This is an optimization exercise on Yosys and OpenROAD, whose aim is small area, a short achievable clock period and few clock cycles per item, not a production implementation.
Only simulation tests tie the RTL to the original design; equivalence was not proved.

[flow/constraint.sdc]
create_clock -name core_clock -period 3.5 [get_ports {clk}]
set_input_delay 0.7000 -clock core_clock [delete_from_list [all_inputs] [get_ports {clk}]]
set_output_delay 0.7000 -clock core_clock [all_outputs]
set_load 0.01 [all_outputs]
[flow/config.mk]
export PLATFORM = sky130hd
export DESIGN_NAME = gimli_permutation_core
export DESIGN_NICKNAME = gimli_permutation_core
export VERILOG_FILES = /design/flow/design.v
export SDC_FILE = /design/flow/constraint.sdc
export NUM_CORES = 4
export LEC_CHECK = 0
export CAP_MARGIN = 20
export CORE_MARGIN = 2
export CORE_UTILIZATION = 60
export PLACE_DENSITY = 0.75
export SETUP_SLACK_MARGIN = 0.5
export SLEW_MARGIN = 20
[flow/flow/run.sh]
#!/bin/bash
# Own layout flow: the standard layout (standard.sh) with two changes.
# 1. The port buffers are made as sky130_fd_sc_hd__buf_1 instead of the delay
#    buffer that buffer_ports picks by default. Every input and output port
#    still gets its own buffer; the resizer may resize them like any cell.
# 2. Synthesis maps the logic with flow/abc_speed.script (one dch + nf pass,
#    then ABC's sizing) in place of ORFS's abc_speed.script. The scripts are a
#    copy of ORFS's scripts folder with only that file replaced; the flip-flops
#    and everything else in synthesis are unchanged.
set -euo pipefail
here=$(pwd)
rm -rf "$here/orfs_scripts"
cp -r "$FLOW_HOME/scripts" "$here/orfs_scripts"
cp "$here/flow/abc_speed.script" "$here/orfs_scripts/abc_speed.script"
export SCRIPTS_DIR="$here/orfs_scripts"
export BUFFER_PORTS_ARGS="-buffer_cell sky130_fd_sc_hd__buf_1"
bash standard.sh finish > standard_flow.log 2>&1
[flow/flow/abc_speed.script]
&get -n
&st
&dch
&nf
&put
buffer -c
topo
stime -c
upsize -c
dnsize -c
[flow/standard.sh]
#!/bin/bash
# synth_recipe.tcl (not shown) runs the flow's synth.tcl, then flattens the netlist and writes it again
# the make line also repeats each setting of config.mk as NAME=value (left out here)
make -C /OpenROAD-flow-scripts/flow DESIGN_CONFIG=/design/flow/config.mk WORK_HOME=/design/flow/orfs CLKGATE_MAP_FILE= SYNTH_SCRIPT=/design/flow/synth_recipe.tcl "${@:-finish}"
[flow/design.v]
module gimli_non_linear_permutation (
  input  logic [31:0] i_x,
  input  logic [31:0] i_y,
  input  logic [31:0] i_z,
  output logic [31:0] o_x,
  output logic [31:0] o_y,
  output logic [31:0] o_z
);
  logic [31:0] w_x;
  logic [31:0] w_y;
  assign w_x = {i_x[7:0], i_x[31:8]};
  assign w_y = {i_y[22:0], i_y[31:23]};
  assign o_z = w_x ^ (i_z << 1) ^ ((w_y & i_z) << 2);
  assign o_y = w_y ^ w_x ^ ((w_x | i_z) << 1);
  assign o_x = i_z ^ w_y ^ ((w_x & w_y) << 3);
endmodule
module gimli_round #(
  parameter bit STATIC_PHASE = 1'b0,
  parameter int PHASE        = 0
) (
  input  logic [383:0] i_state,
  input  logic [4:0]   i_round,
  output logic [383:0] o_state
);
  localparam logic [31:0] RC_BASE = 32'h9e377900;
  logic [11:0][31:0] w_in;
  logic [11:0][31:0] w_sp;
  logic [1:0]        w_phase;
  assign w_in    = i_state;
  assign w_phase = STATIC_PHASE ? 2'(PHASE) : i_round[1:0];
  for (genvar j = 0; j < 4; j++) begin : g_sp
    gimli_non_linear_permutation u_sp (
      .i_x (w_in[j]),
      .i_y (w_in[j+4]),
      .i_z (w_in[j+8]),
      .o_x (w_sp[j]),
      .o_y (w_sp[j+4]),
      .o_z (w_sp[j+8])
    );
  end
  always_comb begin
    o_state = w_sp;
    if (w_phase == 2'b00) begin
      o_state[31:0]   = w_sp[1] ^ RC_BASE ^ {27'd0, i_round};
      o_state[63:32]  = w_sp[0];
      o_state[95:64]  = w_sp[3];
      o_state[127:96] = w_sp[2];
    end else if (w_phase == 2'b10) begin
      o_state[31:0]   = w_sp[2];
      o_state[63:32]  = w_sp[3];
      o_state[95:64]  = w_sp[0];
      o_state[127:96] = w_sp[1];
    end
  end
endmodule
module gimli_permutation_core #(
  parameter int NUMBER_OF_ROUNDS = 24
) (
  input  logic         clk,
  input  logic         rst,
  input  logic [383:0] din_state,
  input  logic         din_valid,
  output logic         din_ready,
  output logic [383:0] dout_state,
  output logic         dout_valid,
  input  logic         dout_ready,
  output logic         busy
);
  localparam int K = 2;
  logic         r_run;     
  logic         r_done;    
  logic [4:0]   r_round;   
  logic [383:0] r_state;
  logic         w_take;
  logic         w_last;
  logic [4:0]   w_round_base;
  logic [K:0][383:0] w_blk;
  assign din_ready = !r_run && (!r_done || dout_ready);
  assign w_take    = din_valid && din_ready;
  assign w_last    = (r_round == 5'(K));
  assign w_round_base = (K % 4 == 0) ? {r_round[4:2], 2'b00} :
                        (K % 2 == 0) ? {r_round[4:1], 1'b0} : r_round;
  for (genvar j = 0; j < K; j++) begin : g_rnd
    gimli_round #(
      .STATIC_PHASE ((K % 4 == 0) || (K % 2 == 0 && j % 2 == 1)),
      .PHASE        ((4 - (j % 4)) % 4)
    ) u_round (
      .i_state (w_blk[j]),
      .i_round (w_round_base - 5'(j)),
      .o_state (w_blk[j+1])
    );
  end
  localparam int NSEL = 48;
  logic [NSEL-1:0] r_sel;
  always_ff @(posedge clk or posedge rst) begin
    if (rst) begin
      r_sel <= '0;
    end else begin
      for (int i = 0; i < NSEL; i++) r_sel[i] <= r_sel[i] ? !w_last : w_take;
    end
  end
  for (genvar b = 0; b < 384; b++) begin : g_in
    assign w_blk[0][b] = r_sel[(b * NSEL) / 384] ? r_state[b] : din_state[b];
  end
  always_ff @(posedge clk) begin
    if (r_run || w_take) r_state <= w_blk[K];
  end
  always_ff @(posedge clk or posedge rst) begin
    if (rst) begin
      r_run   <= 1'b0;
      r_done  <= 1'b0;
      r_round <= 5'(NUMBER_OF_ROUNDS);
    end else if (r_run) begin
      if (w_last) begin
        r_run   <= 1'b0;
        r_done  <= 1'b1;
        r_round <= 5'(NUMBER_OF_ROUNDS);
      end else begin
        r_round <= r_round - 5'(K);
      end
    end else if (w_take) begin
      if (NUMBER_OF_ROUNDS == K) begin
        r_done  <= 1'b1;
      end else begin
        r_run   <= 1'b1;
        r_done  <= 1'b0;
        r_round <= r_round - 5'(K);
      end
    end else if (r_done && dout_ready) begin
      r_done <= 1'b0;
    end
  end
  assign busy       = r_run && !rst;
  assign dout_valid = r_done && !rst;
  assign dout_state = r_state;
endmodule
==> flow_metrics.tcl <==
set metrics [dict create \
    status "timing/DRC/antenna clean" \
    cts-buffers-inserted 52 \
    final_util 0.738 \
    cp_slowest_cell "dfrtp_2" \
    syn_inst 3433 \
    clk_latency_ps 630 \
    synth-compound-area-share 0.0292 \
    timing.final.crit_share 0.879 \
    hold-worst-slack_ps 190 \
    synth_cell_types 33 \
    synth.yosys.seq_area_share 0.351 \
    layout-drive-gt1-share 0.143 \
    first_pass_iters 5 \
    hp-class "input pin to asynchronous set/reset pin" \
    rows 90 \
    root_buffer "clkbuf_16" \
    worst_slack_ps 423 \
    syn-num-nets 4290 \
    critical_path_arrival_ps 3420 \
    port_buffers 774 \
    synth_top_cell_by_area "edfxtp_1" \
    synth_area_per_cell_um2 10.7 \
    cts_tree "built" \
    num_vias 31100 \
    synth_warnings 3 \
    setup_viol 0 \
    synth_top_cells_by_area "edfxtp_1, ha_1, xor2_1" \
    wire_per_inst_um 29.9 \
    path_delay_family "adder cells" \
    critPathMaxFanout 10 \
    synth_top_family_by_area "XOR/XNOR gates" \
    path_buf_inv 2 \
    gr-total-overflow 0 \
    antenna_found_initial 2 \
    end_kind "register" \
    critical_path.cell_chain "mux2i_1, inv_1, ha_1, xnor2_1, buf_4, o21ai_0, ha_1, xor2_1" \
    place_inst 5136 \
    drv_cap 0 \
    required_ps 3850 \
    dieArea_um2 63200 \
    synth_fa_ha_area_frac 0.160 \
    fin_skew_ps 37.9 \
    numClockSinks 438 \
    drt_iter0_drc 3812 \
    synthXorXnorAreaFrac 0.239 \
    synth-async-reset-ratio 0.123 \
    max_clock_freq_mhz 325 \
    report.final.slew_viol_count 0 \
    syn-cell-area_um2 36700 \
    hold_buffers 0 \
    dpl_worst_slack_ps -7.29 \
    ys.flop_type "edfxtp_1" \
    worstMarginPinSlew_ps 928 \
    fp.coreArea_um2 60500 \
    wl_um 157000 \
    area_growth_syn_to_layout_pct 21.6 \
    clkTransAtPathRegs_ps 60 \
    yosys-top-cells-count "xor2_1, xnor2_1, ha_1" \
    grt_pass1_wl_um 213000 \
    gp_congestion 1.07 \
    grt_setup_unrepaired "yes" \
    synthSimpleGateAreaFrac 0.0533 \
    worstSetupStartpointType "register" \
    clk_path_buf_depth 3 \
    synth_top_area_frac 0.314 \
    slowest_delay_ps 570 \
    io_pins 775 \
    ys_ff_latch 438 \
    start_util 0.607 \
    final_antenna_net_count 0 \
    finalNonFillerCells 5250 \
    finalHoldViolCount 0 \
    grt.total_usage 0.485 \
    die_w_um 251 \
    timing.final.crit_period_ps 3080 \
    synth_most_common_cell "xor2_1" \
    slew_headroom 0.381 \
    grt_max_degree 109 \
    grt_pass1_vias 30100 \
    via_per_inst 5.92 \
    nets 5281 \
    htree_levels 2 \
    synthMuxAreaShare 0.118 \
    drt_drc_violations_left 0 \
    synth_edf_count 384 \
    crit_type "register to register" \
    hpwl_um 133000 \
    die_y_um 251 \
    cp_common_cell "ha_1" \
]
state kept, by name, indices dropped and copies added (netlist names):
| register | flops |
|---|---|
| r_round | 4 |
| r_done | 1 |
| r_state | 384 |
| r_sel | 48 |
| r_run | 1 |
layout by cell type (no fill, tap or decap), drive strengths merged, types with 11 or more instances in the layout:
cell type,count
a21o,23
a21oi,22
buf,1023
clkbuf,76
clkinv,11
dfrtp,52
edfxtp,384
ha,469
inv,374
mux2,120
mux2i,284
nand2,259
nand3,22
nor2,173
o211ai,27
o21ai,114
or2,30
xnor2,473
xor2,501
through the flow:
stage          setup TNS [ps]  area, um^2
6_report                    0       44700
5_1_grt                     0       44600
4_1_cts                     0       44200
3_5_place_dp            -12.5       42100
3_3_place_gp                0       42100
2_1_floorplan        -1422930       36800
layout make-up:
class                   instances  area (um^2)
inverters                     372         1420
clock inverters                21          218
fillers                      4492        15800
repair buffers               1024         4920
flip-flops and latches        438        12900
diodes                          2         5.00
well taps                     782          978
multi-input cells            2536        22600
clock buffers                  75         1550
worst register-to-register path: stages (launching register included):
cell     delay (ps)
dfrtp_2         570
mux2i_1         470
inv_1            90
ha_1            330
xnor2_1         170
buf_4           180
o21ai_0         500
ha_1            350
xor2_1          170
metal layers:
metal / wire, um / GRT usage / up-vias
met5: 23 / 0 / -
met1: 55800 / 0.593 / 14900
li1: - / - / 13400
met2: 69700 / 0.762 / 2218
met4: 13000 / 0.329 / 4
met3: 18500 / 0.116 / 548
what timing repair did:
action / in CTS / in global routing
pin swaps: 0 / 3
endpoints found under the setup margin: 102 / 102
gates resized for setup: 61 / 85
setup buffers: 3 / 13
final timing paths:
check | slack (ps) | start | to | depth (start not counted)
setup / recovery | 420 | r_sel[38] | r_state[233] | 8
hold / removal | 190 | rst | r_done | 3
setup reg to reg | 420 | r_sel[38] | r_state[233] | 8
hold reg to reg | 550 | r_sel[39] | r_sel[39] | 2
max in group asynchronous | 2880 | rst | r_sel[46] | 3
min in group core_clock | 540 | din_state[40] | r_state[289] | 3
cell families (layout without fill, tap and decap cells):
kind of cell,after synthesis,count (layout)
xor gates and xnor gates,985,985
and+or+nand+nor,490,490
adders and majority gates,469,469
buffers and inverters,459,1492
DFF,438,438
muxes,404,404
AOI/OAI and AO/OA,188,188
other,0,2
Testbench counts, summed over its fixed seeds: cycles 1,544, items 128.

## what the ideal ports hide
In the flow no input, the clock included, has a driving cell. The finished layout below was timed again as built, in two steps. Step 1 (the two cells are an assumption about what drives the block):
set clk [get_ports {clk}]
set_driving_cell -lib_cell sky130_fd_sc_hd__clkbuf_16 $clk
set_driving_cell -lib_cell sky130_fd_sc_hd__buf_2 [delete_from_list [all_inputs] $clk]
Step 2 also shifts input and output timing later by t, the mid clock arrival at the registers, as if the neighbouring blocks saw the same clock. Three values: ideal, step 1, step 2; two values: the first two.
t, ns: 0.676
setup slack, ns: 0.423 / 0.423 / 0.217
worst setup path at the end: input to register
latest minus earliest clock arrival (ns): 0.038 / 0.038
After both steps this run still meets setup and hold. For this run, drivers alone change the setup slack by 0.000 ns; drivers and shift together by -0.206 ns.
